Background: an optimization exercise with open tools, aiming at small area. Do not read the settings as production practice. Where RTL was checked, it was by simulation tests only, not by an equivalence proof against the original. Only the layout flow was run in runs 2 and 3; the RTL was not checked for function there. Power figures rest on the tool's default switching activity, not on a simulated workload.

--- config.mk ---
export PLATFORM = sky130hd
export DESIGN_NAME = rv_core_top
export DESIGN_NICKNAME = rv_core_top
export VERILOG_FILES = /design/flow/design.v
export SDC_FILE = /design/flow/constraint.sdc
export NUM_CORES = 4
export LEC_CHECK = 0
export CAP_MARGIN = 35
export CELL_PAD_IN_SITES_DETAIL_PLACEMENT = 1
export CELL_PAD_IN_SITES_GLOBAL_PLACEMENT = 2
export CORE_MARGIN = 2
export CORE_UTILIZATION = 30
export PLACE_DENSITY = 0.42
export SLEW_MARGIN = 20
--- constraint.sdc ---
create_clock -name core_clock -period 13.0 [get_ports {clk}]
set_input_delay 2.6000 -clock core_clock [delete_from_list [all_inputs] [get_ports {clk}]]
set_output_delay 2.6000 -clock core_clock [all_outputs]
set_load 0.01 [all_outputs]
--- design.v ---
`timescale 1ns/1ps
`default_nettype none
package rv_pkg;
   localparam int XLEN       = 32;
   localparam int REG_COUNT  = 32;
   localparam int IMEM_WORDS = 64;
   typedef logic [XLEN-1:0]               word_t;
   typedef logic [$clog2(REG_COUNT)-1:0]  reg_idx_t;
   typedef logic [$clog2(IMEM_WORDS)-1:0] imem_addr_t;
   typedef logic [6:0]                    opcode_t;
   localparam opcode_t OPC_OP     = 7'b0110011;
   localparam opcode_t OPC_OP_IMM = 7'b0010011;
   localparam opcode_t OPC_LUI    = 7'b0110111;
   localparam opcode_t OPC_AUIPC  = 7'b0010111;
   localparam opcode_t OPC_JAL    = 7'b1101111;
   localparam opcode_t OPC_BRANCH = 7'b1100011;
   typedef enum logic [4:0] {
      OP_ADD, OP_SUB, OP_AND, OP_OR, OP_XOR,
      OP_SLL, OP_SRL, OP_SRA, OP_SLT, OP_SLTU,
      OP_ADDI, OP_ANDI, OP_ORI, OP_XORI,
      OP_SLLI, OP_SRLI, OP_SRAI, OP_SLTI, OP_SLTIU,
      OP_LUI, OP_AUIPC, OP_JAL,
      OP_BEQ, OP_BNE, OP_BLT, OP_BGE, OP_BLTU, OP_BGEU,
      OP_ILLEGAL
   } alu_op_e;
   typedef enum logic [1:0] {
      IDLE,
      ACK,
      WAIT_DROP
   } readout_state_e;
endpackage
`default_nettype wire
`timescale 1ns/1ps
`default_nettype none
module instr_fetch (
   input  logic        clk,
   input  logic        arst_n,
   input  logic        run,
   input  logic [1:0]  ph,
   input  logic        load_req,
   input  logic [5:0]  load_addr,
   input  logic [31:0] load_data,
   output logic        load_ack,
   input  logic [5:0]  fetch_addr,
   input  logic        fetch_win,
   output logic [31:0] instr
);
   logic [15:0][31:0] m0, m1, m2, m3;
   logic [31:0]       wb_data;
   logic [5:0]        wb_addr;
   logic              wb_v;
   logic              load_accept;
   logic              ins0, ins2;
   assign load_accept = load_req & ~load_ack & ~run;
   always_ff @(posedge clk or negedge arst_n) begin
      if (!arst_n) begin
         load_ack <= 1'b0;
      end else begin
         load_ack <= load_req & (load_ack | ~run);
      end
   end
   assign ins0 = wb_v & (wb_addr[1:0] == ph + 2'd1);
   assign ins2 = wb_v & (wb_addr[1:0] == ph + 2'd3);
   always_ff @(posedge clk) begin
      if (load_accept) begin
         wb_data <= load_data;
         wb_addr <= load_addr;
      end
      wb_v <= load_accept | (wb_v & ~ins0 & ~ins2);
   end
   always_ff @(posedge clk) begin
      for (int r = 0; r < 16; r++) begin
         m0[r] <= (ins0 && wb_addr[5:2] == 4'(r)) ? wb_data : m3[r];
         m1[r] <= m0[r];
         m2[r] <= (ins2 && wb_addr[5:2] == 4'(r)) ? wb_data : m1[r];
         m3[r] <= m2[r];
      end
   end
   always_ff @(posedge clk) begin
      if (fetch_win && fetch_addr[1:0] == ph + 2'd1) begin
         instr <= m3[fetch_addr[5:2]];
      end
   end
endmodule
`default_nettype wire
`timescale 1ns/1ps
`default_nettype none
module rv_decoder (
   input  logic [31:0] instr,
   output logic        is_op,
   output logic        is_opimm,
   output logic        is_lui,
   output logic        is_auipc,
   output logic        is_jal,
   output logic        is_br,
   output logic [31:0] imm,
   output logic        wr_en,
   output logic        halt
);
   logic [6:0] opcode;
   logic [2:0] f3;
   logic       b30;
   logic       writes;
   assign opcode = instr[6:0];
   assign f3     = instr[14:12];
   assign b30    = instr[30];
   assign is_op    = (opcode == 7'b0110011);
   assign is_opimm = (opcode == 7'b0010011);
   assign is_lui   = (opcode == 7'b0110111);
   assign is_auipc = (opcode == 7'b0010111);
   assign is_jal   = (opcode == 7'b1101111);
   assign is_br    = (opcode == 7'b1100011);
   always_comb begin
      if (is_opimm)
         imm = {{21{instr[31]}}, instr[30:20]};
      else if (is_br)
         imm = {{20{instr[31]}}, instr[7], instr[30:25], instr[11:8], 1'b0};
      else if (is_jal)
         imm = {{12{instr[31]}}, instr[19:12], instr[20], instr[30:21], 1'b0};
      else
         imm = {instr[31:12], 12'b0};
   end
   assign writes = (is_op & (~b30 | f3 == 3'b000 | f3 == 3'b101))
                 | (is_opimm & ~(b30 & f3 == 3'b001))
                 | is_lui | is_auipc | is_jal;
   assign wr_en  = writes & (instr[11:7] != 5'd0);
   assign halt = is_jal & (instr[31:12] == 20'd0);
endmodule
`default_nettype wire
`timescale 1ns/1ps
`default_nettype none
module rv_alu (
   input  logic [31:0] a,
   input  logic [31:0] b,
   input  logic        sub,
   input  logic        alu_sel,    
   input  logic [2:0]  f3,
   input  logic        arith,
   output logic [31:0] result,
   output logic [31:0] sum,
   output logic        cond
);
   logic        cout;
   logic        lt_u, lt_s, eq;
   logic        left;
   logic [31:0] sh_in, sh_out, shifted;
   logic [31:0] a_rev, sh_rev;
   logic [63:0] sh_ext;
   assign {cout, sum} = {1'b0, a} + {1'b0, b ^ {32{sub}}} + {32'b0, sub};
   assign lt_u = ~cout;
   assign lt_s = (a[31] ^ b[31]) ? a[31] : lt_u;
   assign eq   = (sum == 32'd0);
   always_comb begin
      case (f3)
         3'b000:  cond = eq;
         3'b001:  cond = ~eq;
         3'b100:  cond = lt_s;
         3'b101:  cond = ~lt_s;
         3'b110:  cond = lt_u;
         3'b111:  cond = ~lt_u;
         default: cond = 1'b0;
      endcase
   end
   assign left   = ~f3[2];
   always_comb begin
      for (int i = 0; i < 32; i++) begin
         a_rev[i]  = a[31 - i];
         sh_rev[i] = sh_out[31 - i];
      end
   end
   assign sh_in  = left ? a_rev : a;
   assign sh_ext = {{32{arith & a[31]}}, sh_in};
   assign sh_out = 32'(sh_ext >> b[4:0]);
   assign shifted = left ? sh_rev : sh_out;
   always_comb begin
      if (alu_sel) begin
         case (f3)
            3'b001, 3'b101: result = shifted;
            3'b010:         result = {31'b0, lt_s};
            3'b011:         result = {31'b0, lt_u};
            3'b100:         result = a ^ b;
            3'b110:         result = a | b;
            3'b111:         result = a & b;
            default:        result = sum;
         endcase
      end else begin
         result = sum;
      end
   end
endmodule
`default_nettype wire
`timescale 1ns/1ps
`default_nettype none
module reg_file (
   input  logic        clk,
   input  logic        arst_n,
   input  logic [1:0]  ph,
   input  logic        wr_win,
   input  logic [4:0]  wr_idx,
   input  logic [31:0] wr_data,
   input  logic [4:0]  rd_idx,
   output logic [31:0] rd_val
);
   logic [7:0][31:0]  g0, g1, g2, g3;
   logic [31:1]       valid;
   logic              ins;
   logic [31:0][31:0] flat;
   logic [1:0]        stage;
   logic [31:0]       vfull;
   assign ins = wr_win & (wr_idx[1:0] == ph + 2'd1);
   always_ff @(posedge clk) begin
      for (int q = 0; q < 8; q++) begin
         g0[q] <= (ins && wr_idx[4:2] == 3'(q)) ? wr_data : g3[q];
         g1[q] <= g0[q];
         g2[q] <= g1[q];
         g3[q] <= g2[q];
      end
   end
   always_ff @(posedge clk or negedge arst_n) begin
      if (!arst_n) begin
         valid <= '0;
      end else begin
         for (int r = 1; r < 32; r++) begin
            if (ins && wr_idx == 5'(r)) valid[r] <= 1'b1;
         end
      end
   end
   always_comb begin
      for (int q = 0; q < 8; q++) begin
         flat[4*q + 0] = g0[q];
         flat[4*q + 1] = g1[q];
         flat[4*q + 2] = g2[q];
         flat[4*q + 3] = g3[q];
      end
   end
   assign stage  = ph - rd_idx[1:0];
   assign vfull  = {valid, 1'b0};
   assign rd_val = vfull[rd_idx] ? flat[{rd_idx[4:2], stage}]
                                                   : {27'b0, rd_idx};
endmodule
`default_nettype wire
`timescale 1ns/1ps
`default_nettype none
module reg_readout (
   input  logic        clk,
   input  logic        arst_n,
   input  logic        rd_req,
   output logic        rd_ack,
   output logic [31:0] rd_data,
   input  logic [31:0] peek_data
);
   always_ff @(posedge clk or negedge arst_n) begin
      if (!arst_n) begin
         rd_ack <= 1'b0;
      end else begin
         rd_ack <= rd_req;
      end
   end
   always_ff @(posedge clk) begin
      if (rd_req && !rd_ack) begin
         rd_data <= peek_data;
      end
   end
endmodule
`default_nettype wire
`timescale 1ns/1ps
`default_nettype none
module rv_core_top (
   input  logic               clk,
   input  logic               arst_n,
   input  logic               run,
   input  logic               load_req,
   input  rv_pkg::imem_addr_t load_addr,
   input  rv_pkg::word_t      load_data,
   output logic               load_ack,
   input  logic               rd_req,
   input  rv_pkg::reg_idx_t   rd_index,
   output logic               rd_ack,
   output rv_pkg::word_t      rd_data,
   output logic               halted
);
   localparam logic [2:0] X0 = 3'd0, X1 = 3'd1, X2 = 3'd2, F0 = 3'd3,
                          F3 = 3'd6, IDLE = 3'd7;
   logic [1:0]  ph;
   logic [2:0]  st;
   logic [31:0] pc;
   logic [31:0] instr;
   logic [31:0] res;
   logic        taken;
   logic [4:0]  rdq;
   logic        wenq;
   logic        hltq;
   logic        is_op, is_opimm, is_lui, is_auipc, is_jal, is_br;
   logic [31:0] imm;
   logic        dec_wen, dec_halt;
   logic [4:0]  port_idx;
   logic [31:0] port_val;
   logic        in_x0, in_x1, in_x2;
   logic        fetch_win, wr_win;
   logic [31:0] alu_a, alu_b, alu_res, alu_sum;
   logic        alu_cond, use_imm, use4, sub;
   always_ff @(posedge clk) begin
      ph <= ph + 2'd1;
   end
   assign in_x0     = (st == X0);
   assign in_x1     = (st == X1);
   assign in_x2     = (st == X2);
   assign fetch_win = (st >= F0) && (st <= F3);
   assign wr_win    = wenq && (st >= X2) && (st <= 3'd5);
   instr_fetch u_fetch (
      .clk        (clk),
      .arst_n     (arst_n),
      .run        (run),
      .ph         (ph),
      .load_req   (load_req),
      .load_addr  (load_addr),
      .load_data  (load_data),
      .load_ack   (load_ack),
      .fetch_addr (pc[7:2]),
      .fetch_win  (fetch_win),
      .instr      (instr)
   );
   rv_decoder u_decoder (
      .instr    (instr),
      .is_op    (is_op),
      .is_opimm (is_opimm),
      .is_lui   (is_lui),
      .is_auipc (is_auipc),
      .is_jal   (is_jal),
      .is_br    (is_br),
      .imm      (imm),
      .wr_en    (dec_wen),
      .halt     (dec_halt)
   );
   always_comb begin
      if (in_x0)      port_idx = is_lui ? 5'd0 : instr[19:15];
      else if (in_x1) port_idx = instr[24:20];
      else            port_idx = rd_index;
   end
   reg_file u_regs (
      .clk     (clk),
      .arst_n  (arst_n),
      .ph      (ph),
      .wr_win  (wr_win),
      .wr_idx  (rdq),
      .wr_data (res),
      .rd_idx  (port_idx),
      .rd_val  (port_val)
   );
   assign use4    = in_x2 ? ~taken : is_jal;
   assign use_imm = in_x2 ? taken : (is_opimm | is_lui | is_auipc);
   assign alu_a   = (in_x2 | is_auipc | is_jal) ? pc : res;
   assign alu_b   = use4 ? 32'd4 : (use_imm ? imm : port_val);
   assign sub     = in_x1 & ((is_op & instr[30] & instr[14:12] == 3'b000)
                           | ((is_op | is_opimm) & instr[14:13] == 2'b01)
                           | is_br);
   rv_alu u_alu (
      .a       (alu_a),
      .b       (alu_b),
      .sub     (sub),
      .alu_sel (is_op | is_opimm),
      .f3      (instr[14:12]),
      .arith   (instr[30]),
      .result  (alu_res),
      .sum     (alu_sum),
      .cond    (alu_cond)
   );
   always_ff @(posedge clk) begin
      if (in_x0) begin
         res <= port_val;
      end else if (in_x1) begin
         res <= alu_res;
      end
      if (in_x1) begin
         taken <= is_jal | (is_br & alu_cond);
         rdq   <= instr[11:7];
      end
   end
   always_ff @(posedge clk or negedge arst_n) begin
      if (!arst_n) begin
         st     <= IDLE;
         pc     <= '0;
         wenq   <= 1'b0;
         hltq   <= 1'b0;
         halted <= 1'b0;
      end else begin
         if (in_x1) begin
            wenq <= dec_wen;
            hltq <= dec_halt;
         end
         if (in_x2) begin
            pc <= alu_sum;
         end
         case (st)
            IDLE: if (run && !halted) st <= F0;
            F3: begin
               if (hltq) begin
                  st     <= IDLE;
                  halted <= 1'b1;
               end else begin
                  st <= X0;
               end
            end
            default: st <= st + 3'd1;
         endcase
      end
   end
   reg_readout u_readout (
      .clk       (clk),
      .arst_n    (arst_n),
      .rd_req    (rd_req),
      .rd_ack    (rd_ack),
      .rd_data   (rd_data),
      .peek_data (port_val)
   );
endmodule
`default_nettype wire
--- run.sh ---
#!/bin/bash
# synth_recipe.tcl (not shown) runs the flow's synth.tcl, then flattens the netlist and writes it again
# the make line also repeats each setting of config.mk as NAME=value (left out here)
make -C /OpenROAD-flow-scripts/flow DESIGN_CONFIG=/design/flow/config.mk WORK_HOME=/design/flow/orfs CLKGATE_MAP_FILE= SYNTH_SCRIPT=/design/flow/synth_recipe.tcl finish
==> flow_summary.yaml, run 1 <==
hold_path:
  hold_depth: 0
  hp-class: "reg2reg"
  min-delay-start: "u_fetch.m2[48]$_DFF_P_"
  hold_path_end: "u_fetch.m3[48]$_DFF_P_"
global_routing:
  grt_max_degree: 83
  grt_pass1_wl_mm: 504
  grt_antenna_before_repair: 21
  overflow: 0
  grt_pass1_vias: 64100
  grtUsageTotal_pct: 19.8
synthesis:
  synthTopCellsByCount: "3075 x dfxtp_1, 1317 x mux2_2, 440 x mux4_2"
  synth_most_common_cell: "dfxtp_1"
  synth_area_leaders: "dfxtp_1 59%, mux2_2 14%, mux4_2 9.4%"
  netlist_area_um2: 105000
  synth_flop_cell: "dfxtp_1"
  synth_edf_count: 140
  yosysWarnings: 6
  synthArstFlopShare_pct: 2.16
  ys_seq_area_share_pct: 64.3
  syn_avg_cell_area_um2: 14.4
  synth.largest_area_cell: "dfxtp_1"
  synth_top_area_share_pct: 58.6
  syn_inst: 7283
  yosysUniqueCellTypes: 106
  syn-num-nets: 7434
  ys_ff_latch: 3286
power:
  switchingPower_mw: 4.69
  internal_power_mw: 16.7
  combPwrFrac_pct: 3.1
  ir_drop_v: 0.0000967
  power_density_nw_per_um2: 171
  p_seq_share_pct: 47.7
  power.leakage_nw: 50.7
  power.share.switching_pct: 21.9
  pwr-share-clk_pct: 49.2
layout:
  drive_gt1_share_pct: 34.2
  design_area_um2: 125000
  syn_to_final_growth_pct: 18.8
  nNetsFinal: 7639
worst_setup_path:
  cp.arrival_ps: 12540
  cp-end-kind: "register"
  crit_type: "in2reg"
  cp_common_cell: "xnor2_1"
  rr_worst_depth: 36
  slowest_delay_ps: 760
  critical-path-slowest-cell: "xnor2_4"
  rr_startpoint: "st[0]$_DFFE_PN1P_"
  required_ps: 13670
  r2r_slack_ps: 2330
  worst-path-max-fanout: 39
  crit_path_start_kind: "input port"
  rr_endpoint: "taken$_DFFE_PP_"
place:
  place_congestion: 0.844
  place_area_um2: 112000
  io_buffers: 82
  dp_hpwl_mm: 222
clock_tree:
  clock_latency_ps: 930
  cts_buffer_depth: 4
  cts_num_sinks: 3286
  cts_hold_buf: 0
  cts_tree: "built"
  post_cts_resized: 0
  root_buffer: "clkbuf_16"
  cts.clk_slew.worst_paths_ps: 60
  htreeDepth: 5
  cts_inserted_buffers: 371
  cts_setup_buffers: 0
sta:
  rsz0062_at_grt: "no"
  finalCritPeriodShare_pct: 91.3
  finalMaxSlewViolations: 0
  hold_violations: 0
  clock_skew_ps: 61.3
  slew_headroom_pct: 38.7
  fmax_ghz: 0.0843
  fin_setup_tns_ps: 0
  period_minus_slack_ps: 11870
  tightest_slew_ps: 920
  setup_viol: 0
die:
  num_io_pins: 83
  die_h_um: 596
  die_w_um: 596
  num_rows: 217
  start_util_pct: 30.1
  core_um2: 349000
  die_area_um2: 355000
outcome:
  outcome: "complete, no violations"
routing:
  drt-total-wl_mm: 355
  drt_pass1_iterations: 5
  vias: 58500
  dr.first_iter.drc_count: 2453
  routedWlPerCell_um: 28.7
  viasPerCell: 4.73
  post-route-drc-count: 0
  ant_nets: 0
run:
  cap_violations: 0
==> worst max path at each step <==
stage               depth (start not counted)   startpoint              end
floorplan                                  36  rd_index[0]  taken$_DFFE_PP_
global placement                           34  rd_index[0]  taken$_DFFE_PP_
detailed placement                         34  rd_index[0]  taken$_DFFE_PP_
CTS                                        34  rd_index[0]  taken$_DFFE_PP_
global route                               34  rd_index[0]  taken$_DFFE_PP_
finish                                     34  rd_index[0]  taken$_DFFE_PP_
==> registers in the layout (all words and copies together), names as in the netlist, 6 cells and up <==
| signal | count |
|---|---|
| pc | 32 |
| u_regs.g0 | 256 |
| u_fetch.instr | 32 |
| u_fetch.m0 | 512 |
| u_fetch.wb_data | 32 |
| res | 32 |
| u_regs.g1 | 256 |
| u_regs.g3 | 256 |
| u_fetch.m3 | 512 |
| u_fetch.m1 | 512 |
| u_regs.g2 | 256 |
| u_fetch.wb_addr | 6 |
| u_fetch.m2 | 512 |
| u_regs.valid | 31 |
| u_readout.rd_data | 32 |
==> metal layers <==
layer / routed length, um / up-vias / track usage (%)
li1: - / 26500 / -
met1: 160000 / 30700 / 25.7
met2: 178000 / 838 / 35.0
met3: 9270 / 461 / 2.26
met4: 8260 / 0 / 4.80
met5: 0 / - / 0
==> cell type report <==
type	count	area [um2]
diodes	4	10.0
clock buffers	554	11100
clock inverters	116	1250
fillers	35400	224000
inverters	101	382
multi-input cells	3435	35800
flip-flops and latches	3286	67600
well taps	4599	5750
repair buffers	293	3000
==> placed cells by master, fill, tap and decap left out, types with 108 or more instances in the layout <==
cell	n
dfxtp_1	3075
edfxtp_1	140
a21oi_1	108
nand2_1	411
clkbuf_16	384
mux4_2	440
buf_4	161
o21ai_0	108
mux2_2	1317
nor2_1	132
==> power groups by stage <==
stage | sequential (mW) | combinational (mW) | clock (mW)
floorplan | 10.4 | 0.385 | 0
global placement | 10.4 | 0.656 | 0
detailed placement | 10.4 | 0.679 | 0
CTS | 10.2 | 0.682 | 10.9
global route | 10.2 | 0.720 | 11.3
finish | 10.2 | 0.667 | 10.5
==> per-stage QoR <==
stage / util [%] / hold WS, ps / setup slack [ps] / power, mW / cells
floorplan: - / 310 / 2000 / 10.8 / 7283
global placement: 32.0 / 310 / 273 / 11.1 / 11700
detailed placement: 32.2 / 313 / 150 / 11.1 / 11700
CTS: 35.7 / 287 / 1130 / 21.7 / 12400
global route: 35.8 / 298 / 696 / 22.2 / 12400
finish: 35.8 / 291 / 1130 / 21.4 / 12400
==> worst max-delay path: cells and delay by family <==
kind	cells	cell delay [ps]
muxes	1	340
buffers and inverters	4	1480
xor gates and xnor gates	5	1820
adders and majority gates	2	590
and+or+nand+nor	12	2800
AOI/OAI and AO/OA	10	2830
==> cell families after synthesis <==
logic type                 after synthesis  share of synthesized area (%)
DFF                                   3286                           64.3
muxes                                 1863                           24.6
and+or+nand+nor                        833                           3.55
AOI/OAI and AO/OA                      570                           3.76
buffers and inverters                  562                           2.08
adders and majority gates              103                           1.23
xor gates and xnor gates                66                          0.557
==> run 2, diff against run 1 <==
--- a/design.v
+++ b/design.v
@@ -47,8 +47,14 @@
 );
-   logic [15:0][31:0] m0, m1, m2, m3;
-   logic [31:0]       wb_data;
+   logic [15:0][31:0] q0, q1, q2, q3;    
    logic [5:0]        wb_addr;
-   logic              wb_v;
+   logic              wb_v;              
    logic              load_accept;
-   logic              ins0, ins2;
+   logic              clr_en;
+   logic [5:0]        clr_addr;
+   logic              clr_a, clr_b;
+   logic              set_a, set_b;
+   logic [15:0]       ring_clr, ring_set;
+   logic [15:0]       fsel;
+   logic [31:0]       head;
+   logic              capture;
    assign load_accept = load_req & ~load_ack & ~run;
@@ -61,10 +67,19 @@
    end
-   assign ins0 = wb_v & (wb_addr[1:0] == ph + 2'd1);
-   assign ins2 = wb_v & (wb_addr[1:0] == ph + 2'd3);
+   assign clr_addr = load_accept ? load_addr : wb_addr;
+   assign clr_en   = load_accept | wb_v;
+   assign clr_a    = clr_en & (clr_addr[1:0] == ph);
+   assign clr_b    = clr_en & (clr_addr[1:0] == ph + 2'd2);
    always_ff @(posedge clk) begin
       if (load_accept) begin
-         wb_data <= load_data;
          wb_addr <= load_addr;
       end
-      wb_v <= load_accept | (wb_v & ~ins0 & ~ins2);
+      wb_v  <= load_accept & ~clr_a & ~clr_b;
+      set_a <= clr_a;
+      set_b <= clr_b;
+   end
+   always_comb begin
+      for (int r = 0; r < 16; r++) begin
+         ring_clr[r] = (clr_addr[5:2] == 4'(r));
+         ring_set[r] = (wb_addr[5:2] == 4'(r));
+      end
    end
@@ -72,11 +87,19 @@
       for (int r = 0; r < 16; r++) begin
-         m0[r] <= (ins0 && wb_addr[5:2] == 4'(r)) ? wb_data : m3[r];
-         m1[r] <= m0[r];
-         m2[r] <= (ins2 && wb_addr[5:2] == 4'(r)) ? wb_data : m1[r];
-         m3[r] <= m2[r];
+         q1[r] <= ~(q0[r] | {32{clr_a & ring_clr[r]}});
+         q2[r] <= ~(q1[r] | ({32{set_a & ring_set[r]}} & instr));
+         q3[r] <= ~(q2[r] | {32{clr_b & ring_clr[r]}});
+         q0[r] <= ~(q3[r] | ({32{set_b & ring_set[r]}} & instr));
       end
    end
+   always_comb begin
+      for (int r = 0; r < 16; r++) fsel[r] = (fetch_addr[5:2] == 4'(r));
+      head = '0;
+      for (int r = 0; r < 16; r++) head = head | ({32{fsel[r]}} & q3[r]);
+   end
+   assign capture = fetch_win & (fetch_addr[1:0] == ph + 2'd1);
    always_ff @(posedge clk) begin
-      if (fetch_win && fetch_addr[1:0] == ph + 2'd1) begin
-         instr <= m3[fetch_addr[5:2]];
+      if (load_accept) begin
+         instr <= load_data;
+      end else if (capture) begin
+         instr <= head;
       end
@@ -203,15 +226,26 @@
 );
-   logic [7:0][31:0]  g0, g1, g2, g3;
+   logic [7:0][31:0]  g0, g1, g2, g3;    
    logic [31:1]       valid;
-   logic              ins;
-   logic [31:0][31:0] flat;
-   logic [1:0]        stage;
+   logic              clr;
+   logic              set;
+   logic [7:0]        ring;
    logic [31:0]       vfull;
-   assign ins = wr_win & (wr_idx[1:0] == ph + 2'd1);
+   logic              rvalid;
+   logic [1:0]        stage;
+   logic [7:0]        rsel;
+   logic [3:0]        ssel;
+   logic [31:0]       acc;
+   assign clr = wr_win & (wr_idx[1:0] == ph);
+   always_ff @(posedge clk) begin
+      set <= clr;
+   end
+   always_comb begin
+      for (int q = 0; q < 8; q++) ring[q] = (wr_idx[4:2] == 3'(q));
+   end
    always_ff @(posedge clk) begin
       for (int q = 0; q < 8; q++) begin
-         g0[q] <= (ins && wr_idx[4:2] == 3'(q)) ? wr_data : g3[q];
-         g1[q] <= g0[q];
-         g2[q] <= g1[q];
+         g1[q] <= ~(g0[q] | {32{clr & ring[q]}});
+         g2[q] <= ~(g1[q] | ({32{set & ring[q]}} & wr_data));
          g3[q] <= g2[q];
+         g0[q] <= g3[q];
       end
@@ -223,3 +257,3 @@
          for (int r = 1; r < 32; r++) begin
-            if (ins && wr_idx == 5'(r)) valid[r] <= 1'b1;
+            if (clr && wr_idx == 5'(r)) valid[r] <= 1'b1;
          end
@@ -227,38 +261,17 @@
    end
+   assign vfull  = {valid, 1'b0};
+   assign rvalid = vfull[rd_idx];
+   assign stage  = ph - rd_idx[1:0];
    always_comb begin
+      for (int q = 0; q < 8; q++) rsel[q] = rvalid & (rd_idx[4:2] == 3'(q));
+      for (int k = 0; k < 4; k++) ssel[k] = (stage == 2'(k));
+      acc = '0;
       for (int q = 0; q < 8; q++) begin
-         flat[4*q + 0] = g0[q];
-         flat[4*q + 1] = g1[q];
-         flat[4*q + 2] = g2[q];
-         flat[4*q + 3] = g3[q];
-      end
-   end
-   assign stage  = ph - rd_idx[1:0];
-   assign vfull  = {valid, 1'b0};
-   assign rd_val = vfull[rd_idx] ? flat[{rd_idx[4:2], stage}]
-                                                   : {27'b0, rd_idx};
-endmodule
-`default_nettype wire
-`timescale 1ns/1ps
-`default_nettype none
-module reg_readout (
-   input  logic        clk,
-   input  logic        arst_n,
-   input  logic        rd_req,
-   output logic        rd_ack,
-   output logic [31:0] rd_data,
-   input  logic [31:0] peek_data
-);
-   always_ff @(posedge clk or negedge arst_n) begin
-      if (!arst_n) begin
-         rd_ack <= 1'b0;
-      end else begin
-         rd_ack <= rd_req;
-      end
-   end
-   always_ff @(posedge clk) begin
-      if (rd_req && !rd_ack) begin
-         rd_data <= peek_data;
+         acc = acc | ({32{rsel[q] & ssel[0]}} & ~g0[q])
+                   | ({32{rsel[q] & ssel[1]}} &  g1[q])
+                   | ({32{rsel[q] & ssel[2]}} & ~g2[q])
+                   | ({32{rsel[q] & ssel[3]}} & ~g3[q]);
       end
    end
+   assign rd_val = acc | (rvalid ? 32'd0 : {27'b0, rd_idx});
 endmodule
@@ -292,2 +305,3 @@
    logic        hltq;
+   logic        rd_cap;
    logic        is_op, is_opimm, is_lui, is_auipc, is_jal, is_br;
@@ -304,2 +318,3 @@
    end
+   assign pc[0] = 1'b0;
    assign in_x0     = (st == X0);
@@ -367,4 +382,5 @@
    );
+   assign rd_cap = rd_req & ~rd_ack & (st == IDLE);
    always_ff @(posedge clk) begin
-      if (in_x0) begin
+      if (in_x0 | rd_cap) begin
          res <= port_val;
@@ -381,3 +397,3 @@
          st     <= IDLE;
-         pc     <= '0;
+         pc[31:1] <= '0;
          wenq   <= 1'b0;
@@ -391,3 +407,3 @@
          if (in_x2) begin
-            pc <= alu_sum;
+            pc[31:1] <= alu_sum[31:1];
          end
@@ -407,10 +423,10 @@
    end
-   reg_readout u_readout (
-      .clk       (clk),
-      .arst_n    (arst_n),
-      .rd_req    (rd_req),
-      .rd_ack    (rd_ack),
-      .rd_data   (rd_data),
-      .peek_data (port_val)
-   );
+   always_ff @(posedge clk or negedge arst_n) begin
+      if (!arst_n) begin
+         rd_ack <= 1'b0;
+      end else begin
+         rd_ack <= rd_req;
+      end
+   end
+   assign rd_data = res;
 endmodule
--- a/config.mk
+++ b/config.mk
@@ -11,4 +11,7 @@
 export CORE_MARGIN = 2
-export CORE_UTILIZATION = 30
-export PLACE_DENSITY = 0.42
+export CORE_UTILIZATION = 50
+export CTS_BUF_LIST = sky130_fd_sc_hd__clkbuf_8
+export CTS_CLUSTER_DIAMETER = 50
+export CTS_CLUSTER_SIZE = 16
+export PLACE_DENSITY = 0.6
 export SLEW_MARGIN = 20
==> run 2 against run 1 <==
Still clean. Area after synthesis is 6.1% lower. Worst hold slack better by 8.2 ps. Global-route usage is 19 points higher. Combinational power grew to 15 times the previous value. Critical path type unchanged. Via count is 29% higher. Sequential power is about 20% higher.
==> flow_summary.yaml, run 2 <==
global_routing:
  grt_pass1_wl_mm: 564
  grtUsageTotal_pct: 39.1
  grt_pass1_vias: 76800
  grt_max_degree: 79
  grt_antenna_before_repair: 16
  overflow: 0
clock_tree:
  cts_inserted_buffers: 286
  root_buffer: "clkbuf_8"
  post_cts_resized: 0
  cts_setup_buffers: 0
  cts_buffer_depth: 4
  cts_hold_buf: 0
  clock_latency_ps: 1100
  cts_num_sinks: 3224
  htreeDepth: 5
  cts_tree: "built"
  cts.clk_slew.worst_paths_ps: 100
worst_setup_path:
  rr_startpoint: "st[1]$_DFFE_PN1P_"
  crit_path_start_kind: "input port"
  rr_endpoint: "taken$_DFFE_PP_"
  worst-path-max-fanout: 19
  cp-end-kind: "register"
  rr_worst_depth: 37
  slowest_delay_ps: 700
  critical-path-slowest-cell: "a2111oi_0"
  endpoint: "taken$_DFFE_PP_"
  r2r_slack_ps: 1590
  cp_common_cell: "buf_4"
  cp.arrival_ps: 12550
  startpoint: "rd_index[0]"
  required_ps: 13770
  crit_type: "in2reg"
routing:
  routedWlPerCell_um: 33.0
  dr.first_iter.drc_count: 7170
  ant_nets: 0
  drt-total-wl_mm: 401
  viasPerCell: 6.23
  post-route-drc-count: 0
  drt_pass1_iterations: 6
  vias: 75600
sta:
  tightest_slew_ps: 1040
  fin_setup_tns_ps: 0
  fmax_ghz: 0.0849
  slew_headroom_pct: 30.4
  timing.hold.ws_ps: 299
  clock_skew_ps: 111
  hold_violations: 0
  setup_viol: 0
  rsz0062_at_grt: "no"
  finalMaxSlewViolations: 0
  period_minus_slack_ps: 11780
  finalCritPeriodShare_pct: 90.6
layout:
  nNetsFinal: 9498
  final_cell_mix: "3084 x dfxtp_1, 1544 x nor2_1, 1444 x a21oi_1, 317 x clkbuf_8, 299 x nand2_1"
  finalNonFillerCells: 12100
  drive_gt1_share_pct: 10.1
  syn_to_final_growth_pct: 10.3
  final_common_cell: "dfxtp_1"
synthesis:
  synth_area_leaders: "dfxtp_1 63%, a21oi_1 7.3%, nor2_1 6.2%"
  syn_inst: 9337
  synth_most_common_cell: "dfxtp_1"
  syn_avg_cell_area_um2: 10.6
  synthArstFlopShare_pct: 2.17
  synth_top_area_share_pct: 62.6
  synthTopCellsByCount: "3084 x dfxtp_1, 1632 x nor2_1, 1446 x a21oi_1"
  synth_flop_cell: "dfxtp_1"
  synth.largest_area_cell: "dfxtp_1"
  ys_seq_area_share_pct: 66.5
  synth_edf_count: 70
  yosysWarnings: 5
  netlist_area_um2: 98700
  yosysUniqueCellTypes: 128
  ys_ff_latch: 3224
  syn-num-nets: 9488
power:
  power_density_nw_per_um2: 258
  power_mw: 28.0
  ir_drop_v: 0.000246
  power.leakage_nw: 44.0
outcome:
  outcome: "complete, no violations"
die:
  die_h_um: 448
  core_um2: 197000
  num_rows: 163
  die_area_um2: 201000
  num_io_pins: 83
  die_w_um: 448
  start_util_pct: 50.1
place:
  io_buffers: 82
  place_inst: 11700
  place_congestion: 1.04
  dp_hpwl_mm: 260
hold_path:
  hp-class: "reg2reg"
run:
  cap_violations: 0
## run 2: cell count changes in the layout (fill, tap and decap cells not counted), moves of 233 or more
cell       previous run  this run
nor2_1              132      1544
clkbuf_16           384         0
mux2_2             1317        39
a21oi_1             108      1444
clkbuf_8             84       317
mux4_2              440         9
## run 2: cells by family (layout without fill, tap and decap cells)
logic type / after synthesis / after routing / synth area share [%]
flops: 3224 / 3224 / 66.5
compound gates: 2592 / 2592 / 16.1
simple gates: 2363 / 2363 / 10.2
buf+inv: 789 / 936 / 3.17
mux: 203 / 203 / 2.24
fa+ha+maj: 103 / 103 / 1.31
xor+xnor: 63 / 63 / 0.567
other cells: 0 / 14 / 0
## run 2: how the worst min path moves through the flow
stage                                 startpoint                     end  cells past startpoint
after floorplan           u_regs.g2[129]$_DFF_P_  u_regs.g3[129]$_DFF_P_                      0
after global placement    u_regs.g2[105]$_DFF_P_  u_regs.g3[105]$_DFF_P_                      0
after detailed placement   u_regs.g3[35]$_DFF_P_   u_regs.g0[35]$_DFF_P_                      0
after CTS                 u_regs.g2[255]$_DFF_P_  u_regs.g3[255]$_DFF_P_                      0
after global routing      u_regs.g2[255]$_DFF_P_  u_regs.g3[255]$_DFF_P_                      0
final                     u_regs.g2[255]$_DFF_P_  u_regs.g3[255]$_DFF_P_                      0
## run 2: metrics by stage
step	cell area, um2	setup slack [ps]	utilization (%)
after floorplan	98700	2920	-
after global placement	103000	573	52.4
after detailed placement	103000	430	52.6
after CTS	109000	1500	55.3
after global routing	109000	478	55.3
final	109000	1220	55.3
## run 2: power breakdown
group	switching [mW]	internal, mW	leakage, nW
registers	0.705	11.5	27.0
clock network	3.44	2.44	2.88
logic	6.77	3.22	14.1
total	10.9	17.1	44.0
## run 2: layer usage
metal,global-route usage [%],part of all wire (%),vias to the layer above
li1,-,-,32300
met1,47.4,39,38600
met2,64.3,47,3482
met3,7.05,7.1,1141
met4,24.8,7.2,14
met5,0,0.020,-
## run 2: final cells by class
type | instances | area [um2]
clock buffers | 317 | 4360
repair buffers | 396 | 3410
well taps | 2640 | 3300
flip-flops and latches | 3224 | 65600
multi-input cells | 5324 | 30800
clock inverters | 108 | 925
diodes | 14 | 35.0
fillers | 20900 | 87900
inverters | 115 | 433
## run 2: worst max-delay path: cells and delay by family
kind            cells  cell delay, ps
mux                 1             180
buf+inv             5            1390
compound gates     13            3760
xor+xnor            2             330
fa+ha+maj           2             670
simple gates       12            3580
==> run 3, diff against run 2 <==
--- a/config.mk
+++ b/config.mk
@@ -12,5 +12,5 @@
 export CORE_UTILIZATION = 50
-export CTS_BUF_LIST = sky130_fd_sc_hd__clkbuf_8
-export CTS_CLUSTER_DIAMETER = 50
-export CTS_CLUSTER_SIZE = 16
+export CTS_BUF_LIST = sky130_fd_sc_hd__clkbuf_16
+export CTS_CLUSTER_DIAMETER = 60
+export CTS_CLUSTER_SIZE = 24
 export PLACE_DENSITY = 0.6
==> run 3 against run 2 <==
Clock power grew 12%. Sequential cell count is the same. Critical path depth unchanged. Sequential share of layout area shrank 0.50 points. Critical endpoint unchanged. Via count is 0.57% lower. Area after synthesis did not move. Highest routed layer unchanged.
==> flow_summary.yaml, run 3 <==
layout:
  final_core_util_pct: 55.8
  design_area_um2: 110000
  drive_gt1_share_pct: 9.19
  nNetsFinal: 9394
  final_common_cell: "dfxtp_1"
  final_cell_mix: "3084 x dfxtp_1, 1544 x nor2_1, 1444 x a21oi_1, 299 x nand2_1, 287 x buf_4"
  finalNonFillerCells: 12000
  syn_to_final_growth_pct: 11.2
synthesis:
  yosysUniqueCellTypes: 128
  synth_edf_count: 70
  synth_area_leaders: "dfxtp_1 63%, a21oi_1 7.3%, nor2_1 6.2%"
  synth_most_common_cell: "dfxtp_1"
  synthTopCellsByCount: "3084 x dfxtp_1, 1632 x nor2_1, 1446 x a21oi_1"
  syn-num-nets: 9488
  synth.largest_area_cell: "dfxtp_1"
  synthArstFlopShare_pct: 2.17
  synth_top_area_share_pct: 62.6
  syn_inst: 9337
  yosysWarnings: 5
  syn_avg_cell_area_um2: 10.6
  ys_ff_latch: 3224
  ys_seq_area_share_pct: 66.5
  synth_flop_cell: "dfxtp_1"
  netlist_area_um2: 98700
hold_path:
  hold_depth: 0
  min-delay-start: "u_regs.g3[7]$_DFF_P_"
  hold_path_end: "u_regs.g0[7]$_DFF_P_"
  hp-class: "reg2reg"
worst_setup_path:
  cp.arrival_ps: 12460
  rr_startpoint: "st[0]$_DFFE_PN1P_"
  critical-path-slowest-cell: "a2111oi_0"
  cp-end-kind: "register"
  crit_path_start_kind: "input port"
  r2r_slack_ps: 1700
  slowest_delay_ps: 690
  rr_endpoint: "taken$_DFFE_PP_"
  required_ps: 13580
  worst-path-max-fanout: 19
  cp_common_cell: "buf_4"
  crit_type: "in2reg"
  rr_worst_depth: 37
place:
  place_ws_ps: 430
  io_buffers: 82
  place_inst: 11700
  place_area_um2: 103000
  place_congestion: 1.04
  dp_hpwl_mm: 260
sta:
  finalCritPeriodShare_pct: 91.4
  fin_setup_tns_ps: 0
  tightest_slew_ps: 1040
  setup_ws_ps: 1120
  hold_violations: 0
  slew_headroom_pct: 30.2
  setup_viol: 0
  timing.hold.ws_ps: 320
  finalMaxSlewViolations: 0
  rsz0062_at_grt: "no"
  fmax_ghz: 0.0842
  period_minus_slack_ps: 11880
  clock_skew_ps: 61.0
clock_tree:
  htreeDepth: 4
  cts_num_sinks: 3224
  cts_tree: "built"
  cts_hold_buf: 0
  clock_latency_ps: 870
  root_buffer: "clkbuf_16"
  cts_setup_buffers: 0
  cts_inserted_buffers: 184
  post_cts_resized: 0
  cts_buffer_depth: 3
  cts.clk_slew.worst_paths_ps: 100
power:
  ir_drop_v: 0.000246
  power_mw: 28.8
  power_density_nw_per_um2: 262
  power.leakage_nw: 44.2
routing:
  viasPerCell: 6.25
  drt_pass1_iterations: 6
  dr.first_iter.drc_count: 7556
  vias: 75100
  post-route-drc-count: 0
  drt-total-wl_mm: 401
  routedWlPerCell_um: 33.4
  ant_nets: 0
run:
  cap_violations: 0
global_routing:
  grt_max_degree: 79
  grt_pass1_vias: 76400
  overflow: 0
  grt_pass1_wl_mm: 565
  grtUsageTotal_pct: 39.2
  grt_antenna_before_repair: 19
outcome:
  outcome: "complete, no violations"
die:
  die_area_um2: 201000
  die_w_um: 448
  start_util_pct: 50.1
  num_rows: 163
  die_h_um: 448
  core_um2: 197000
  num_io_pins: 83
## run 3: cell counts after synthesis
No cell type changed its count.
## run 3: worst max path at each step
stage / from / end / slack, ps / cells past startpoint
after floorplan: rd_index[0] / taken$_DFFE_PP_ / 2920 / 36
after global placement: rd_index[0] / taken$_DFFE_PP_ / 570 / 35
after detailed placement: rd_index[0] / taken$_DFFE_PP_ / 430 / 37
after CTS: rd_index[0] / taken$_DFFE_PP_ / 1290 / 37
after global routing: rd_index[0] / taken$_DFFE_PP_ / 280 / 37
final: rd_index[0] / taken$_DFFE_PP_ / 1120 / 35
## run 3: kinds of logic (layout without fill, tap and decap cells)
family          Yosys count  count (layout)  synth area share, %
other cells               0               7                    0
mux                     203             203                 2.24
buf+inv                 789             825                 3.17
xor+xnor                 63              63                0.567
compound gates         2592            2592                 16.1
fa+ha+maj               103             103                 1.31
flops                  3224            3224                 66.5
simple gates           2363            2363                 10.2
## run 3: layout make-up
type                    instances  area (um2)
fillers                     20700       87000
flip-flops and latches       3224       65600
multi-input cells            5324       30800
clock buffers                 188        4700
repair buffers                394        3380
well taps                    2640        3300
clock inverters               128        1540
inverters                     115         433
diodes                          7        17.5
## run 3: worst max-delay path, delay by kind of cell
| family | cells | cell delay (ps) |
|---|---|---|
| buf+inv | 5 | 1280 |
| mux | 1 | 180 |
| compound gates | 11 | 2990 |
| simple gates | 13 | 4140 |
| xor+xnor | 3 | 560 |
| fa+ha+maj | 2 | 670 |
## run 3: power by group
group | switching [mW] | internal [mW]
Sequential | 0.709 | 11.5
Clock | 3.60 | 3.01
Combinational | 6.79 | 3.22
Total | 11.1 | 17.7
## run 3: routing by layer
layer	vias up	global-route usage, %	share of wire [%]
met5	-	0	0.024
met3	1052	6.56	6.6
met2	3188	64.6	47
met1	38700	47.9	39
met4	16	24.0	6.9
li1	32100	-	-
==> run 4, diff against run 3 <==
--- a/design.v
+++ b/design.v
@@ -43,4 +43,7 @@
    output logic        load_ack,
-   input  logic [5:0]  fetch_addr,
+   input  logic [1:0]  fetch_slot,   
    input  logic        fetch_win,
+   input  logic [3:0]  fetch_ring,   
+   output logic        capture,
+   output logic [31:0] head,
    output logic [31:0] instr
@@ -57,4 +60,2 @@
    logic [15:0]       fsel;
-   logic [31:0]       head;
-   logic              capture;
    assign load_accept = load_req & ~load_ack & ~run;
@@ -94,3 +95,3 @@
    always_comb begin
-      for (int r = 0; r < 16; r++) fsel[r] = (fetch_addr[5:2] == 4'(r));
+      for (int r = 0; r < 16; r++) fsel[r] = (fetch_ring == 4'(r));
       head = '0;
@@ -98,3 +99,3 @@
    end
-   assign capture = fetch_win & (fetch_addr[1:0] == ph + 2'd1);
+   assign capture = fetch_win & (fetch_slot == ph + 2'd1);
    always_ff @(posedge clk) begin
@@ -223,6 +224,9 @@
    input  logic [31:0] wr_data,
-   input  logic [4:0]  rd_idx,
-   output logic [31:0] rd_val
+   input  logic        sel_load,   
+   input  logic [4:0]  sel_idx,
+   output logic [31:0] rd_val      
 );
-   logic [7:0][31:0]  g0, g1, g2, g3;    
+   logic [7:0][31:0]  g0, g1, g2;
+   logic [7:1][31:0]  g3;
+   logic [1:0]        ph3;
    logic [31:1]       valid;
@@ -231,2 +235,3 @@
    logic [7:0]        ring;
+   logic [1:0]        wslot;
    logic [31:0]       vfull;
@@ -234,6 +239,12 @@
    logic [1:0]        stage;
-   logic [7:0]        rsel;
+   logic [1:0]        slot3, stage3;
+   logic [4:0]        pidx;
+   logic [7:0]        psel;
    logic [3:0]        ssel;
-   logic [31:0]       acc;
-   assign clr = wr_win & (wr_idx[1:0] == ph);
+   logic [31:0]       w0, w1, w2, w3;
+   always_ff @(posedge clk) begin
+      ph3 <= (ph3[1] | (ph3 == 2'd3)) ? 2'd0 : ph3 + 2'd1;
+   end
+   assign wslot = (wr_idx[4:2] == 3'd0) ? (wr_idx[1:0] - 2'd1) : wr_idx[1:0];
+   assign clr   = wr_win & (wslot == ((wr_idx[4:2] == 3'd0) ? ph3 : ph));
    always_ff @(posedge clk) begin
@@ -248,2 +259,5 @@
          g2[q] <= ~(g1[q] | ({32{set & ring[q]}} & wr_data));
+      end
+      g0[0] <= g2[0];
+      for (int q = 1; q < 8; q++) begin
          g3[q] <= g2[q];
@@ -261,17 +275,28 @@
    end
+   always_ff @(posedge clk) begin
+      if (sel_load) begin
+         pidx <= sel_idx;
+         for (int q = 0; q < 8; q++) psel[q] <= (sel_idx[4:2] == 3'(q));
+      end
+   end
    assign vfull  = {valid, 1'b0};
-   assign rvalid = vfull[rd_idx];
-   assign stage  = ph - rd_idx[1:0];
+   assign rvalid = vfull[pidx];
+   assign slot3  = pidx[1:0] - 2'd1;
+   assign stage3 = (ph3 >= slot3) ? (ph3 - slot3) : (ph3 - slot3 - 2'd1);
+   assign stage  = psel[0] ? stage3 : (ph - pidx[1:0]);
    always_comb begin
-      for (int q = 0; q < 8; q++) rsel[q] = rvalid & (rd_idx[4:2] == 3'(q));
-      for (int k = 0; k < 4; k++) ssel[k] = (stage == 2'(k));
-      acc = '0;
+      w0 = '0; w1 = '0; w2 = '0; w3 = '0;
       for (int q = 0; q < 8; q++) begin
-         acc = acc | ({32{rsel[q] & ssel[0]}} & ~g0[q])
-                   | ({32{rsel[q] & ssel[1]}} &  g1[q])
-                   | ({32{rsel[q] & ssel[2]}} & ~g2[q])
-                   | ({32{rsel[q] & ssel[3]}} & ~g3[q]);
-      end
-   end
-   assign rd_val = acc | (rvalid ? 32'd0 : {27'b0, rd_idx});
+         w0 = w0 | ({32{psel[q]}} & g0[q]);
+         w1 = w1 | ({32{psel[q]}} & g1[q]);
+         w2 = w2 | ({32{psel[q]}} & g2[q]);
+      end
+      for (int q = 1; q < 8; q++) begin
+         w3 = w3 | ({32{psel[q]}} & g3[q]);
+      end
+      for (int k = 0; k < 4; k++) ssel[k] = rvalid & (stage == 2'(k));
+   end
+   assign rd_val = ({32{ssel[0]}} & ~w0) | ({32{ssel[1]}} & w1)
+                 | ({32{ssel[2]}} & ~w2) | ({32{ssel[3]}} & ~w3)
+                 | (rvalid ? 32'd0 : {27'b0, pidx});
 endmodule
@@ -305,3 +330,7 @@
    logic        hltq;
-   logic        rd_cap;
+   logic        idle;
+   logic        capture;
+   logic [31:0] head;
+   logic        sel_load;
+   logic [4:0]  sel_idx;
    logic        is_op, is_opimm, is_lui, is_auipc, is_jal, is_br;
@@ -309,3 +338,2 @@
    logic        dec_wen, dec_halt;
-   logic [4:0]  port_idx;
    logic [31:0] port_val;
@@ -319,2 +347,3 @@
    assign pc[0] = 1'b0;
+   assign idle      = (st == IDLE);
    assign in_x0     = (st == X0);
@@ -333,4 +362,7 @@
       .load_ack   (load_ack),
-      .fetch_addr (pc[7:2]),
+      .fetch_slot (pc[3:2]),
       .fetch_win  (fetch_win),
+      .fetch_ring (pc[7:4]),
+      .capture    (capture),
+      .head       (head),
       .instr      (instr)
@@ -349,16 +381,18 @@
    );
+   assign sel_load = capture | in_x0 | (idle & rd_req & ~rd_ack);
    always_comb begin
-      if (in_x0)      port_idx = is_lui ? 5'd0 : instr[19:15];
-      else if (in_x1) port_idx = instr[24:20];
-      else            port_idx = rd_index;
+      if (idle)       sel_idx = rd_index;
+      else if (in_x0) sel_idx = instr[24:20];
+      else            sel_idx = (head[6:0] == 7'b0110111) ? 5'd0 : head[19:15];
    end
    reg_file u_regs (
-      .clk     (clk),
-      .arst_n  (arst_n),
-      .ph      (ph),
-      .wr_win  (wr_win),
-      .wr_idx  (rdq),
-      .wr_data (res),
-      .rd_idx  (port_idx),
-      .rd_val  (port_val)
+      .clk      (clk),
+      .arst_n   (arst_n),
+      .ph       (ph),
+      .wr_win   (wr_win),
+      .wr_idx   (rdq),
+      .wr_data  (res),
+      .sel_load (sel_load),
+      .sel_idx  (sel_idx),
+      .rd_val   (port_val)
    );
@@ -382,5 +416,4 @@
    );
-   assign rd_cap = rd_req & ~rd_ack & (st == IDLE);
    always_ff @(posedge clk) begin
-      if (in_x0 | rd_cap) begin
+      if (in_x0) begin
          res <= port_val;
@@ -430,3 +463,3 @@
    end
-   assign rd_data = res;
+   assign rd_data = port_val;
 endmodule
--- a/config.mk
+++ b/config.mk
@@ -12,5 +12,5 @@
 export CORE_UTILIZATION = 50
-export CTS_BUF_LIST = sky130_fd_sc_hd__clkbuf_16
-export CTS_CLUSTER_DIAMETER = 60
-export CTS_CLUSTER_SIZE = 24
+export CTS_BUF_LIST = sky130_fd_sc_hd__clkbuf_8
+export CTS_CLUSTER_DIAMETER = 50
+export CTS_CLUSTER_SIZE = 16
 export PLACE_DENSITY = 0.6
==> run 4 against run 3 <==
Setup slack better by 2500 ps. Die area down 0.74%. Fmax up 27%. Critical path type is now reg2reg. Utilization down 0.58 points. Non-clock buffer count down 64. Largest power group unchanged. Count of clock-buffer cells in the layout up 113. Critical path depth down 8. Sequential power about the same. Register-to-register slack better by 2000 ps. Worst hold slack worse by 21 ps.
==> flow_summary.yaml, run 4 <==
die:
  die_area_um2: 199000
  num_io_pins: 83
  num_rows: 162
  die_h_um: 447
  die_w_um: 447
  start_util_pct: 50.3
  core_um2: 195000
clock_tree:
  cts_setup_buffers: 0
  cts_buffer_depth: 4
  htreeDepth: 5
  cts_inserted_buffers: 281
  cts_tree: "built"
  cts_num_sinks: 3207
  post_cts_resized: 0
  cts.clk_slew.worst_paths_ps: 100
  clock_latency_ps: 1100
  root_buffer: "clkbuf_8"
  cts_hold_buf: 0
routing:
  vias: 73200
  viasPerCell: 6.15
  routedWlPerCell_um: 31.5
  dr.first_iter.drc_count: 6760
  post-route-drc-count: 0
  ant_nets: 0
  drt-total-wl_mm: 375
  drt_pass1_iterations: 6
hold_path:
  hp-class: "reg2reg"
synthesis:
  synthArstFlopShare_pct: 2.18
  synth_top_area_share_pct: 62.4
  synthTopCellsByCount: "3054 x dfxtp_1, 1582 x nor2_1, 1434 x a21oi_1"
  synth_area_leaders: "dfxtp_1 62%, a21oi_1 7.3%, nor2_1 6.1%"
  synth_flop_cell: "dfxtp_1"
  ys_ff_latch: 3207
  synth_edf_count: 83
  syn_avg_cell_area_um2: 10.6
  synth_most_common_cell: "dfxtp_1"
  yosysUniqueCellTypes: 89
  syn_inst: 9221
  netlist_area_um2: 98000
  ys_seq_area_share_pct: 66.8
  syn-num-nets: 9380
  yosysWarnings: 5
  synth.largest_area_cell: "dfxtp_1"
global_routing:
  grt_pass1_wl_mm: 536
  grt.met2_usage_pct: 62.1
  met1_usage_pct: 46.8
  grt_pass1_vias: 75100
  grt_use_met3_pct: 5.02
  grt_most_used_layer: "met2"
  grtUsageTotal_pct: 36.9
  grt_max_degree: 104
  overflow: 0
  grt_antenna_before_repair: 10
sta:
  fmax_ghz: 0.107
  finalCritPeriodShare_pct: 71.8
  period_minus_slack_ps: 9340
  slew_headroom_pct: 27.3
  setup_viol: 0
  finalMaxSlewViolations: 0
  clock_skew_ps: 119
  rsz0062_at_grt: "no"
  hold_violations: 0
  tightest_slew_ps: 1080
  fin_setup_tns_ps: 0
worst_setup_path:
  required_ps: 13800
  worst-path-max-fanout: 61
  crit_type: "reg2reg"
  cp-end-kind: "register"
  cp.arrival_ps: 10140
  crit_path_start_kind: "register"
place:
  place_congestion: 0.963
  dp_hpwl_mm: 233
  io_buffers: 82
layout:
  final_common_cell: "dfxtp_1"
  n_fill_cell: 20700
  drive_gt1_share_pct: 8.61
  ff_latch_area_um2: 65400
  final_cell_mix: "3054 x dfxtp_1, 1498 x nor2_1, 1434 x a21oi_1, 547 x a22oi_1, 301 x clkbuf_8"
  nNetsFinal: 9286
  syn_to_final_growth_pct: 9.76
  multi_input_area_um2: 30200
power:
  power_mw: 25.6
  ir_drop_v: 0.000128
  power.leakage_nw: 42.7
  power_density_nw_per_um2: 238
run:
  cap_violations: 0
outcome:
  outcome: "complete, no violations"
-- run 4: final cells by class --
cell class | instances | share of cell area (%)
sequential | 3207 | 60.8
multi-input combinational | 5194 | 28.1
clock buffer | 301 | 3.85
tap | 2624 | 3.05
timing repair buffer | 330 | 2.68
clock inverter | 117 | 1.08
inverter | 113 | 0.395
antenna | 10 | 0.0233
-- run 4: kinds of logic after synthesis --
group | count (synthesis) | synth area share [%]
flip-flops | 3207 | 66.8
AO/OA/AOI/OAI | 2601 | 16.5
AND/OR/NAND/NOR | 2238 | 9.50
buffers and inverters | 820 | 3.21
multiplexers | 172 | 1.95
adder cells (fa/ha/maj) | 111 | 1.43
XOR/XNOR | 72 | 0.644
-- run 4: per-layer routing --
metal	vias up	share of wire, %
met5	-	0.010
met4	6	5.5
met3	892	6.0
met2	2727	48
met1	37800	41
li1	31700	-
-- run 4: critical path, stage by stage, from the launching register on --
cell	delay, ps
edfxtp_1	850
xor2_1	220
fa_1	440
nor3b_1	350
o31a_2	200
buf_4	600
mux2i_1	260
mux2i_1	110
o21ai_0	190
nand2_1	190
o211ai_1	210
buf_4	360
clkinv_1	730
xnor2_1	330
ha_1	390
o21ai_0	110
o21bai_1	310
o211ai_1	240
a211oi_1	690
or2_2	250
nor3_1	50
o21ai_0	200
xnor2_1	210
nand2_1	120
a2111oi_0	550
nor4b_2	520
mux2i_1	260
o21ai_1	80
-- run 4: path summary, 6_finish.rpt --
check                                                to                     start  slack (ps)  cells past startpoint
max reg2reg                             taken$_DFFE_PP_  u_regs.pidx[1]$_DFFE_PP_        3660                     27
max                                     taken$_DFFE_PP_  u_regs.pidx[1]$_DFFE_PP_        3660                     27
min reg2reg                      u_regs.g0[231]$_DFF_P_    u_regs.g3[199]$_DFF_P_         300                      0
min                              u_regs.g0[231]$_DFF_P_    u_regs.g3[199]$_DFF_P_         300                      0
min in group asynchronous  u_regs.valid[31]$_DFFE_PN0P_                    arst_n        1440                      1
max in group asynchronous             pc[5]$_DFFE_PN0P_                    arst_n       10360                      2
-- run 4: stage by stage --
step                hold slack (ps)  utilization, %  worst slack [ps]  cell area [um2]  instances
floorplan                       330               -              5820            98000       9221
global placement                332            52.3              3940           102000      11400
detailed placement              338            52.4              3840           102000      11500
CTS                             295            55.2              3770           107000      11900
global route                    318            55.2              3070           108000      11900
finish                          299            55.2              3660           108000      11900
-- run 4: report_power, final --
group	leakage (nW)	internal, mW	switching (mW)	total (mW)
sequential	26.6	11.4	0.669	12.1
clock	2.84	2.51	3.39	5.89
combinational	13.3	2.32	5.30	7.63
total	42.7	16.3	9.36	25.6
==> run 5, diff against run 4 <==
--- a/design.v
+++ b/design.v
@@ -25,2 +25,9 @@
    } alu_op_e;
+   localparam logic [2:0] CLS_NOP   = 3'd0;
+   localparam logic [2:0] CLS_OP    = 3'd1;
+   localparam logic [2:0] CLS_OPIMM = 3'd2;
+   localparam logic [2:0] CLS_BR    = 3'd3;
+   localparam logic [2:0] CLS_LUI   = 3'd4;
+   localparam logic [2:0] CLS_AUIPC = 3'd5;
+   localparam logic [2:0] CLS_JAL   = 3'd6;
    typedef enum logic [1:0] {
@@ -47,6 +54,6 @@
    output logic        capture,
-   output logic [31:0] head,
-   output logic [31:0] instr
+   output logic [27:0] head,
+   output logic [27:0] instr
 );
-   logic [15:0][31:0] q0, q1, q2, q3;    
+   logic [15:0][27:0] q0, q1, q2, q3;    
    logic [5:0]        wb_addr;
@@ -54,2 +61,3 @@
    logic              load_accept;
+   logic [2:0]        load_cls;
    logic              clr_en;
@@ -60,2 +68,13 @@
    logic [15:0]       fsel;
+   always_comb begin
+      case (load_data[6:0])
+         7'b0110011: load_cls = rv_pkg::CLS_OP;
+         7'b0010011: load_cls = rv_pkg::CLS_OPIMM;
+         7'b0110111: load_cls = rv_pkg::CLS_LUI;
+         7'b0010111: load_cls = rv_pkg::CLS_AUIPC;
+         7'b1101111: load_cls = rv_pkg::CLS_JAL;
+         7'b1100011: load_cls = rv_pkg::CLS_BR;
+         default:    load_cls = rv_pkg::CLS_NOP;
+      endcase
+   end
    assign load_accept = load_req & ~load_ack & ~run;
@@ -88,6 +107,6 @@
       for (int r = 0; r < 16; r++) begin
-         q1[r] <= ~(q0[r] | {32{clr_a & ring_clr[r]}});
-         q2[r] <= ~(q1[r] | ({32{set_a & ring_set[r]}} & instr));
-         q3[r] <= ~(q2[r] | {32{clr_b & ring_clr[r]}});
-         q0[r] <= ~(q3[r] | ({32{set_b & ring_set[r]}} & instr));
+         q1[r] <= ~(q0[r] | {28{clr_a & ring_clr[r]}});
+         q2[r] <= ~(q1[r] | ({28{set_a & ring_set[r]}} & instr));
+         q3[r] <= ~(q2[r] | {28{clr_b & ring_clr[r]}});
+         q0[r] <= ~(q3[r] | ({28{set_b & ring_set[r]}} & instr));
       end
@@ -97,3 +116,3 @@
       head = '0;
-      for (int r = 0; r < 16; r++) head = head | ({32{fsel[r]}} & q3[r]);
+      for (int r = 0; r < 16; r++) head = head | ({28{fsel[r]}} & q3[r]);
    end
@@ -102,3 +121,3 @@
       if (load_accept) begin
-         instr <= load_data;
+         instr <= {load_data[31:7], load_cls};
       end else if (capture) begin
@@ -112,3 +131,3 @@
 module rv_decoder (
-   input  logic [31:0] instr,
+   input  logic [31:0] instr,      
    output logic        is_op,
@@ -123,3 +142,3 @@
 );
-   logic [6:0] opcode;
+   logic [2:0] cls;
    logic [2:0] f3;
@@ -127,11 +146,11 @@
    logic       writes;
-   assign opcode = instr[6:0];
+   assign cls    = instr[2:0];
    assign f3     = instr[14:12];
    assign b30    = instr[30];
-   assign is_op    = (opcode == 7'b0110011);
-   assign is_opimm = (opcode == 7'b0010011);
-   assign is_lui   = (opcode == 7'b0110111);
-   assign is_auipc = (opcode == 7'b0010111);
-   assign is_jal   = (opcode == 7'b1101111);
-   assign is_br    = (opcode == 7'b1100011);
+   assign is_op    = (cls == rv_pkg::CLS_OP);
+   assign is_opimm = (cls == rv_pkg::CLS_OPIMM);
+   assign is_lui   = (cls == rv_pkg::CLS_LUI);
+   assign is_auipc = (cls == rv_pkg::CLS_AUIPC);
+   assign is_jal   = (cls == rv_pkg::CLS_JAL);
+   assign is_br    = (cls == rv_pkg::CLS_BR);
    always_comb begin
@@ -324,3 +343,4 @@
    logic [31:0] pc;
-   logic [31:0] instr;
+   logic [27:0] word;
+   logic [31:0] instr;      
    logic [31:0] res;
@@ -332,3 +352,3 @@
    logic        capture;
-   logic [31:0] head;
+   logic [27:0] head;
    logic        sel_load;
@@ -367,4 +387,5 @@
       .head       (head),
-      .instr      (instr)
+      .instr      (word)
    );
+   assign instr = {word[27:3], 4'b0, word[2:0]};
    rv_decoder u_decoder (
@@ -385,3 +406,3 @@
       else if (in_x0) sel_idx = instr[24:20];
-      else            sel_idx = (head[6:0] == 7'b0110111) ? 5'd0 : head[19:15];
+      else            sel_idx = (head[2:0] == rv_pkg::CLS_LUI) ? 5'd0 : head[15:11];
    end
==> flow/run.sh (new file) <==
#!/bin/bash
# Standard layout, except that clock tree synthesis inserts no dummy loads.
set -euo pipefail
export CTS_ARGS="-sink_clustering_enable -repair_clock_nets -dont_use_dummy_load -sink_clustering_size 16 -sink_clustering_max_diameter 50 -buf_list sky130_fd_sc_hd__clkbuf_8"
bash standard.sh > standard.log 2>&1
==> standard.sh (new file) <==
#!/bin/bash
# synth_recipe.tcl (not shown) runs the flow's synth.tcl, then flattens the netlist and writes it again
# the make line also repeats each setting of config.mk as NAME=value (left out here)
make -C /OpenROAD-flow-scripts/flow DESIGN_CONFIG=/design/flow/config.mk WORK_HOME=/design/flow/orfs CLKGATE_MAP_FILE= SYNTH_SCRIPT=/design/flow/synth_recipe.tcl "${@:-finish}"
removed: run.sh
==> run 5 against run 4 <==
First-iteration DRC count down 13%. Final cell count down 9.0%. Synthesized cell count down 7.7%.
==> flow_summary.yaml, run 5 <==
synthesis:
  synth_flop_cell: "dfxtp_1"
  synth_edf_count: 79
  synth_area_leaders: "dfxtp_1 62%, a21oi_1 7.2%, nor2_1 6.1%"
  ys_seq_area_share_pct: 66.1
  yosysUniqueCellTypes: 99
  syn_inst: 8515
  yosysWarnings: 5
  ys_ff_latch: 2947
  synth_top_area_share_pct: 61.5
  synth.largest_area_cell: "dfxtp_1"
  synthArstFlopShare_pct: 2.38
  synthTopCellsByCount: "2798 x dfxtp_1, 1470 x nor2_1, 1301 x a21oi_1"
  netlist_area_um2: 91000
  syn-num-nets: 8674
  syn_avg_cell_area_um2: 10.7
  synth_most_common_cell: "dfxtp_1"
layout:
  final_core_util_pct: 54.3
  drive_gt1_share_pct: 8.02
  final_cell_mix: "2798 x dfxtp_1, 1382 x nor2_1, 1300 x a21oi_1, 500 x a22oi_1, 228 x clkbuf_8"
  final_common_cell: "dfxtp_1"
  nNetsFinal: 8610
  syn_to_final_growth_pct: 7.89
  finalNonFillerCells: 10800
worst_setup_path:
  cp-end-kind: "register"
  r2r_slack_ps: 3470
  crit_path_start_kind: "register"
  cp_top_family: "compound AO/OA/AOI/OAI gates"
  critPathBufInv: 2
  critical-path-slowest-cell: "a2111oi_0"
  required_ps: 13840
  startpoint: "u_regs.pidx[1]$_DFFE_PP_"
  slowest_delay_ps: 800
  crit_type: "reg2reg"
  worst-path-max-fanout: 64
  rr_startpoint: "u_regs.pidx[1]$_DFFE_PP_"
  cp.arrival_ps: 10370
routing:
  viasPerCell: 6.28
  drt-total-wl_mm: 348
  post-route-drc-count: 0
  dr.first_iter.drc_count: 5851
  drt_pass1_iterations: 5
  routedWlPerCell_um: 32.1
  vias: 68000
  ant_nets: 0
place:
  io_buffers: 82
  place_congestion: 0.977
  place_inst: 10600
  dp_hpwl_mm: 222
sta:
  finalCritPeriodShare_pct: 73.3
  slew_headroom_pct: 24.9
  setup_viol: 0
  rsz0062_at_grt: "no"
  clock_skew_ps: 144
  tightest_slew_ps: 1130
  fin_setup_tns_ps: 0
  period_minus_slack_ps: 9530
  hold_violations: 0
  fmax_ghz: 0.105
  finalMaxSlewViolations: 0
power:
  power.leakage_nw: 38.9
  power_density_nw_per_um2: 294
  ir_drop_v: 0.000216
hold_path:
  min-delay-start: "u_regs.g2[238]$_DFF_P_"
  hp-class: "reg2reg"
outcome:
  outcome: "complete, no violations"
clock_tree:
  cts_num_sinks: 2947
  cts_inserted_buffers: 228
  cts_buffer_depth: 3
  cts_hold_buf: 0
  post_cts_resized: 0
  clock_latency_ps: 1080
  cts_tree: "built"
  cts_setup_buffers: 0
  htreeDepth: 4
  cts.clk_slew.worst_paths_ps: 100
  root_buffer: "clkbuf_8"
die:
  start_util_pct: 50.4
  num_io_pins: 83
  die_h_um: 431
  die_w_um: 431
  num_rows: 156
  core_um2: 181000
  die_area_um2: 185000
run:
  cap_violations: 0
global_routing:
  overflow: 0
  grt_antenna_before_repair: 7
  grt_pass1_wl_mm: 496
  grt_pass1_vias: 70000
  grt_max_degree: 129
  grtUsageTotal_pct: 36.7
[run 5: final timing paths]
check | to | cells after the start
max | taken$_DFFE_PP_ | 27
min | u_regs.g3[206]$_DFF_P_ | 0
max reg2reg | taken$_DFFE_PP_ | 27
min reg2reg | u_regs.g3[206]$_DFF_P_ | 0
max in group asynchronous | pc[31]$_DFFE_PN0P_ | 2
min in group asynchronous | u_regs.valid[11]$_DFFE_PN0P_ | 1
[run 5: routing by layer]
| layer | up-vias | global-route usage, % | wire length, um |
|---|---|---|---|
| met5 | - | 0 | 54 |
| met4 | 8 | 18.5 | 19700 |
| met3 | 797 | 5.01 | 19900 |
| met2 | 2553 | 61.5 | 165000 |
| met1 | 35200 | 46.5 | 143000 |
| li1 | 29400 | - | - |
[run 5: cell families (layout without fill, tap and decap cells)]
family / after synthesis / after routing / synth area share, %
adders and majority gates: 111 / 111 / 1.54
AOI/OAI and AO/OA: 2486 / 2486 / 17.3
other: 0 / 12 / 0
muxes: 182 / 182 / 2.27
and+or+nand+nor: 2001 / 2001 / 9.09
buffers and inverters: 720 / 654 / 3.08
xor gates and xnor gates: 68 / 68 / 0.678
DFF: 2947 / 2947 / 66.1
[run 5: layout make-up]
class | count | area [um2]
antenna | 12 | 30.0
clock buffer | 228 | 3140
fill | 19200 | 82500
inverter | 109 | 412
multi-input combinational | 4848 | 28800
sequential | 2947 | 60100
tap | 2370 | 2970
timing repair buffer | 317 | 2710
[run 5: power by group]
part | internal (mW) | leakage (nW) | switching [mW] | total [mW]
logic | 4.23 | 12.8 | 8.97 | 13.2
clock network | 1.55 | 1.64 | 2.82 | 4.38
registers | 10.6 | 24.5 | 0.732 | 11.3
total | 16.3 | 38.9 | 12.5 | 28.9
[run 5: worst reg2reg max path: stages, from the launching register on]
cell and delay [ps]:
edfxtp_1 670, nor2b_1 270, or2_2 330, fa_1 390, nor3b_1 330, o31a_2 200
buf_4 540, buf_4 760, mux2_2 450, mux2i_1 170, mux2_4 230, a311oi_1 140
or2_2 350, fa_1 480, a211oi_1 360, o21ai_0 270, a311oi_1 310, nand3_1 190
a2111oi_0 800, o21bai_1 250, o31ai_1 430, o21bai_1 100, a21oi_1 190, xor2_1 300
nand4_1 140, nor2_1 200, mux2_4 330, a41oi_2 150
[run 5: through the flow]
stage / hold WS, ps / power [mW] / area (um2) / setup slack [ps]
after detailed placement: 337 / 24.3 / 95000 / 3620
after floorplan: 330 / 19.0 / 91000 / 5540
after CTS: 282 / 28.6 / 98100 / 3540
after global routing: 269 / 30.1 / 98200 / 2820
final: 267 / 28.9 / 98200 / 3470
after global placement: 333 / 24.1 / 94800 / 3590

==> what the ideal ports hide <==
The results above use ideal ports. As a check the final layouts listed here were re-extracted and re-timed, cells and wires unchanged.
Step 1, drivers: a clkbuf_16 drives clk and a buf_2 each remaining input, both assumed.
Step 2 times the ports against the registers' clock, not the clock port: input delays grow and output delays shrink by t, the midpoint of the rising clock arrivals with the driver on.
Slacks: ideal ports / drivers / drivers and shift; pairs: ideal ports / drivers.
run | t (ns) | slack for setup (ns) | hold slack, ns | latest minus earliest clock arrival (ns) | worst register clock-pin slew, ns
run 1 | 1.004 | 1.131 / 1.204 / 0.200 | 0.291 / 0.291 / 0.291 | 0.067 / 0.068 | 0.06 / 0.06
run 2 | 1.129 | 1.221 / 1.287 / 0.158 | 0.299 / 0.299 / 0.299 | 0.111 / 0.112 | 0.10 / 0.10
run 3 | 0.935 | 1.122 / 1.191 / 0.256 | 0.320 / 0.320 / 0.320 | 0.061 / 0.062 | 0.10 / 0.10
run 4 | 1.135 | 3.662 / 3.662 / 3.662 | 0.299 / 0.299 / 0.299 | 0.125 / 0.126 | 0.11 / 0.11
run 5 | 1.095 | 3.473 / 3.473 / 3.473 | 0.267 / 0.267 / 0.267 | 0.147 / 0.147 | 0.11 / 0.11
After both steps setup and hold are still met in every run listed. The setup slack of run 2, which loses most, moves by +0.066 ns with the drivers and by -1.063 ns with both steps.
